This is an optimization exercise on Yosys and OpenROAD, whose aim is small area, not a production implementation. In this exercise RTL edits were held to simulation tests only and were not proved equivalent to the original. Power is estimated from default activity; no workload was simulated.

==> flow/design.v <==
package parser_pkg;
	localparam int PARS_W       = 512;
	localparam int NUM_RULE     = 8;
	localparam int RULE_ADDR_W  = 3;
	localparam int PIPE_LATENCY = 5;
	typedef logic [7:0]        byte_off_t;
	typedef logic [6:0]        hdr_off_t;
	typedef logic [15:0]       field16_t;
	typedef logic [31:0]       action_t;
	typedef logic [PARS_W-1:0] pars_data_t;
	typedef struct packed {
		logic     valid;
		hdr_off_t off;
	} type_ctl_t;
	typedef struct packed {
		logic       calc;
		hdr_off_t   off;
		logic [7:0] mask;
		logic [7:0] val;
	} len_ctl_t;
	typedef struct packed {
		byte_off_t  pars_off;
		type_ctl_t  type_ctl;
		len_ctl_t   len_ctl;
		pars_data_t pars_data;
	} phv_t;
	typedef struct packed {
		logic     valid;
		field16_t key;
		field16_t mask;
		action_t  action;
	} rule_t;
	typedef rule_t [NUM_RULE-1:0] rule_arr_t;
	typedef struct packed {
		field16_t   type_fld;
		field16_t   len_fld;
		byte_off_t  pars_off;
		len_ctl_t   len_ctl;
		pars_data_t pars_data;
	} fields_t;
	typedef struct packed {
		byte_off_t  next_off;
		logic       hit;
		action_t    action;
		field16_t   type_fld;
		pars_data_t pars_data;
	} result_t;
endpackage
`timescale 1ns/100ps
module field_extract (
	input  parser_pkg::phv_t      phv_i,
	output logic [6:0]            type_at_o,
	output parser_pkg::byte_off_t next_off_o
);
	logic [63:0][7:0] b0;
	logic [8:0] t;
	logic [8:0] l1;
	logic [7:0] len_b;
	logic [7:0] len;
	logic [7:0] scaled;
	logic [7:0] add;
	parser_pkg::len_ctl_t lc;
	assign lc = phv_i.len_ctl;
	for (genvar k = 0; k < 64; k++) begin : g_bytes
		assign b0[k] = phv_i.pars_data[511-8*k -: 8];
	end
	assign t  = {1'b0, phv_i.pars_off} + {2'b00, phv_i.type_ctl.off};
	assign l1 = {1'b0, phv_i.pars_off} + {2'b00, lc.off} + 9'd1;
	assign type_at_o = (phv_i.type_ctl.valid && t[8:6] == 3'd0) ? {1'b0, t[5:0]} : 7'd64;
	assign len_b  = (l1[8:6] == 3'd0) ? b0[l1[5:0]] : 8'h00;
	assign len    = len_b & lc.mask;
	assign scaled = len << lc.val[1:0];
	assign add    = lc.calc ? scaled : lc.val;
	assign next_off_o = phv_i.pars_off + add;
endmodule
`timescale 1ns/100ps
module rule_table (
	input  logic                               clk,
	input  logic                               reset,
	input  logic                               rule_wr_i,
	input  logic                               rule_rd_i,
	input  logic [parser_pkg::RULE_ADDR_W-1:0] rule_addr_i,
	input  parser_pkg::rule_t                  rule_data_i,
	output parser_pkg::rule_t                  rule_rdata_o,
	output logic                               rule_rvalid_o,
	output logic [parser_pkg::NUM_RULE*65-1:0] rules_o
);
	logic                               wr_q;
	logic [parser_pkg::RULE_ADDR_W-1:0] addr_q;
	parser_pkg::rule_t                  wdata_q;
	logic [parser_pkg::NUM_RULE-1:0] valid_q;
	parser_pkg::field16_t            key_q [parser_pkg::NUM_RULE];
	parser_pkg::field16_t            mask_q [parser_pkg::NUM_RULE];
	parser_pkg::action_t             act_q [parser_pkg::NUM_RULE];
	always_ff @(posedge clk) begin
		wr_q    <= rule_wr_i;
		addr_q  <= rule_addr_i;
		wdata_q <= rule_data_i;
	end
	always_ff @(posedge clk or negedge reset) begin
		if (!reset) begin
			valid_q <= '0;
		end else if (wr_q) begin
			valid_q[addr_q] <= wdata_q.valid;
		end
	end
	always_ff @(posedge clk) begin
		if (wr_q) begin
			key_q[addr_q]  <= wdata_q.key;
			mask_q[addr_q] <= wdata_q.mask;
			act_q[addr_q]  <= wdata_q.action;
		end
	end
	for (genvar i = 0; i < parser_pkg::NUM_RULE; i++) begin : g_rules
		assign rules_o[65*i +: 65] = {valid_q[i], key_q[i], mask_q[i], act_q[i]};
	end
	always_comb begin
		rule_rdata_o = '0;
		for (int i = 0; i < parser_pkg::NUM_RULE; i++) begin
			rule_rdata_o = rule_rdata_o |
				({65{addr_q == i}} & rules_o[65*i +: 65]);
		end
	end
	always_ff @(posedge clk or negedge reset) begin
		if (!reset) begin
			rule_rvalid_o <= 1'b0;
		end else begin
			rule_rvalid_o <= rule_rd_i;
		end
	end
endmodule
`timescale 1ns/100ps
module type_lookup (
	input  parser_pkg::pars_data_t             data_i,
	input  logic [6:0]                         type_at_i,
	input  logic [parser_pkg::NUM_RULE*65-1:0] rules_i,
	output parser_pkg::field16_t               type_fld_o,
	input  parser_pkg::field16_t               type_fld_i,
	output logic [parser_pkg::RULE_ADDR_W-1:0] idx_o,
	output logic                               hit_o
);
	logic [64:0][7:0] b0;
	logic [32:0][7:0] b1;
	logic [16:0][7:0] b2;
	logic  [8:0][7:0] b3;
	logic  [4:0][7:0] b4;
	logic  [2:0][7:0] b5;
	logic  [1:0][7:0] b6;
	logic [parser_pkg::NUM_RULE-1:0] hitv;
	for (genvar k = 0; k < 64; k++) begin : g_bytes
		assign b0[k] = data_i[511-8*k -: 8];
	end
	assign b0[64] = 8'h00;
	for (genvar k = 0; k < 33; k++) begin : g_s32
		assign b1[k] = type_at_i[5] ? b0[k+32] : b0[k];
	end
	for (genvar k = 0; k < 17; k++) begin : g_s16
		assign b2[k] = type_at_i[4] ? b1[k+16] : b1[k];
	end
	for (genvar k = 0; k < 9; k++) begin : g_s8
		assign b3[k] = type_at_i[3] ? b2[k+8] : b2[k];
	end
	for (genvar k = 0; k < 5; k++) begin : g_s4
		assign b4[k] = type_at_i[2] ? b3[k+4] : b3[k];
	end
	for (genvar k = 0; k < 3; k++) begin : g_s2
		assign b5[k] = type_at_i[1] ? b4[k+2] : b4[k];
	end
	for (genvar k = 0; k < 2; k++) begin : g_s1
		assign b6[k] = type_at_i[0] ? b5[k+1] : b5[k];
	end
	assign type_fld_o = type_at_i[6] ? 16'h0000 : {b6[0], b6[1]};
	for (genvar i = 0; i < parser_pkg::NUM_RULE; i++) begin : g_rule
		assign hitv[i] = rules_i[65*i+64] &&
			((type_fld_i & rules_i[65*i+32 +: 16]) == rules_i[65*i+48 +: 16]);
	end
	always_comb begin
		idx_o = '0;
		for (int i = 0; i < parser_pkg::NUM_RULE; i++) begin
			if (hitv[i]) begin
				idx_o = i[parser_pkg::RULE_ADDR_W-1:0];
			end
		end
	end
	assign hit_o = |hitv;
endmodule
`timescale 1ns/100ps
module phv_assemble (
	input  logic [parser_pkg::RULE_ADDR_W-1:0] idx_i,
	input  logic                               hit_i,
	input  logic [parser_pkg::NUM_RULE*65-1:0] rules_i,
	output parser_pkg::action_t                action_o
);
	always_comb begin
		action_o = '0;
		for (int i = 0; i < parser_pkg::NUM_RULE; i++) begin
			action_o = action_o |
				({32{hit_i && idx_i == i}} & rules_i[65*i +: 32]);
		end
	end
endmodule
`timescale 1ns/100ps
module parser_stage (
	input  logic                               clk,
	input  logic                               reset,
	input  parser_pkg::phv_t                   phv_in_i,
	input  logic                               phv_in_valid_i,
	input  logic                               rule_wr_i,
	input  logic                               rule_rd_i,
	input  logic [parser_pkg::RULE_ADDR_W-1:0] rule_addr_i,
	input  parser_pkg::rule_t                  rule_data_i,
	output parser_pkg::result_t                phv_out_o,
	output logic                               phv_out_valid_o,
	output parser_pkg::rule_t                  rule_rdata_o,
	output logic                               rule_rvalid_o
);
	localparam int D = parser_pkg::PIPE_LATENCY;
	logic [parser_pkg::NUM_RULE*65-1:0] rules;
	logic [6:0]            type_at;
	parser_pkg::byte_off_t next_off;
	logic [D:1]                   valid_q;
	parser_pkg::pars_data_t       data_q [1:D];
	parser_pkg::byte_off_t        noff_q [1:D];
	logic [6:0]                   tat_q  [1:2];
	parser_pkg::field16_t               type_fld;
	logic [parser_pkg::RULE_ADDR_W-1:0] idx;
	logic                               hit;
	parser_pkg::field16_t               type_x, type3_q, type4_q, type5_q;
	logic [parser_pkg::RULE_ADDR_W-1:0] idx4_q;
	logic                               hit4_q, hit5_q;
	parser_pkg::action_t                action;
	parser_pkg::action_t                act5_q;
	field_extract u_decode (
		.phv_i      (phv_in_i),
		.type_at_o  (type_at),
		.next_off_o (next_off)
	);
	rule_table u_rules (
		.clk           (clk),
		.reset         (reset),
		.rule_wr_i     (rule_wr_i),
		.rule_rd_i     (rule_rd_i),
		.rule_addr_i   (rule_addr_i),
		.rule_data_i   (rule_data_i),
		.rule_rdata_o  (rule_rdata_o),
		.rule_rvalid_o (rule_rvalid_o),
		.rules_o       (rules)
	);
	always_ff @(posedge clk or negedge reset) begin
		if (!reset) begin
			valid_q <= '0;
		end else begin
			valid_q <= {valid_q[D-1:1], phv_in_valid_i};
		end
	end
	always_ff @(posedge clk) begin
		data_q[1] <= phv_in_i.pars_data;
		noff_q[1] <= next_off;
		tat_q[1]  <= type_at;
		for (int s = 2; s <= D; s++) begin
			data_q[s] <= data_q[s-1];
			noff_q[s] <= noff_q[s-1];
		end
		tat_q[2]  <= tat_q[1];
	end
	type_lookup u_execute (
		.data_i     (data_q[2]),
		.type_at_i  (tat_q[2]),
		.rules_i    (rules),
		.type_fld_o (type_x),
		.type_fld_i (type3_q),
		.idx_o      (idx),
		.hit_o      (hit)
	);
	phv_assemble u_result (
		.idx_i    (idx4_q),
		.hit_i    (hit4_q),
		.rules_i  (rules),
		.action_o (action)
	);
	always_ff @(posedge clk) begin
		type3_q <= type_x;
		type4_q <= type3_q;
		idx4_q  <= idx;
		hit4_q  <= hit;
		type5_q <= type4_q;
		hit5_q  <= hit4_q;
		act5_q  <= action;
	end
	assign phv_out_o       = {noff_q[D], hit5_q, act5_q, type5_q, data_q[D]};
	assign phv_out_valid_o = valid_q[D];
endmodule
==> flow/config.mk <==
export PLATFORM = sky130hd
export DESIGN_NAME = parser_stage
export DESIGN_NICKNAME = parser_stage
export VERILOG_FILES = /design/flow/design.v
export SDC_FILE = /design/flow/constraint.sdc
export NUM_CORES = 4
export LEC_CHECK = 0
export CAP_MARGIN = 20
export CORE_MARGIN = 2
export CORE_UTILIZATION = 60
export CTS_CLUSTER_DIAMETER = 80
export CTS_CLUSTER_SIZE = 30
export PLACE_DENSITY = 0.7
export SLEW_MARGIN = 20
==> flow/constraint.sdc <==
create_clock -name core_clock -period 6.0 [get_ports {clk}]
set_input_delay 1.2000 -clock core_clock [delete_from_list [all_inputs] [get_ports {clk}]]
set_output_delay 1.2000 -clock core_clock [all_outputs]
set_load 0.01 [all_outputs]
run.sh (not shown) runs the stock make flow with config.mk's settings and CLKGATE_MAP_FILE= SYNTH_SCRIPT=/design/flow/synth_recipe.tcl, a recipe that flattens the netlist after the stock synthesis.
Then changed:
==> flow/flow/run.sh (new file) <==
#!/bin/bash
# Standard layout with two changes: the port buffers are the smallest
# buffer, and clock tree synthesis clusters more sinks per leaf buffer
# and adds no dummy loads.
set -euo pipefail
export BUFFER_PORTS_ARGS="-buffer_cell sky130_fd_sc_hd__buf_1"
export CTS_ARGS="-sink_clustering_enable -repair_clock_nets -dont_use_dummy_load -sink_clustering_size 30 -sink_clustering_max_diameter 80"
bash standard.sh > standard.log 2>&1
==> flow/standard.sh (new file) <==
#!/bin/bash
# synth_recipe.tcl (not shown) runs the flow's synth.tcl, then flattens the netlist and writes it again
# the make line also repeats each setting of config.mk as NAME=value (left out here)
make -C /OpenROAD-flow-scripts/flow DESIGN_CONFIG=/design/flow/config.mk WORK_HOME=/design/flow/orfs CLKGATE_MAP_FILE= SYNTH_SCRIPT=/design/flow/synth_recipe.tcl "${@:-finish}"
--- a/flow/config.mk
+++ b/flow/config.mk
@@ -11,2 +10,0 @@
-export CTS_CLUSTER_DIAMETER = 80
-export CTS_CLUSTER_SIZE = 30
removed: flow/run.sh
Result:
- synthesized cell count does not change
- non-clock buffer count fell by 18
- design area fell by a little under a tenth
- routed wire length fell by a few percent
- power fell by a few percent

## afterwards: timing with drivers on the ports
How much do the figures lean on ideal ports? The routed layouts below were timed once more, with nothing changed but the port constraints.
Step 1 assumes that a clkbuf_16 drives the clock port and a buf_2 every other input.
Step 2 times the ports against the registers' clock, not the clock port: input delays grow and output delays shrink by t, the midpoint of the rising clock arrivals with the driver on.
Three values: ideal ports, drivers, drivers and shift; two values: the first two.
run | shift t [ns] | setup WS [ns] | cell pins on the clock port's net
the first run | 0.881 | 0.417 / 0.440 / -0.441 | 1
the second run | 0.867 | 0.395 / 0.414 / -0.454 | 1
With both steps, setup timing fails in the first run and the second run, where it was met with ideal ports. The setup slack of the first run, which loses most, moves by +0.023 ns with the drivers and by -0.858 ns with both steps.
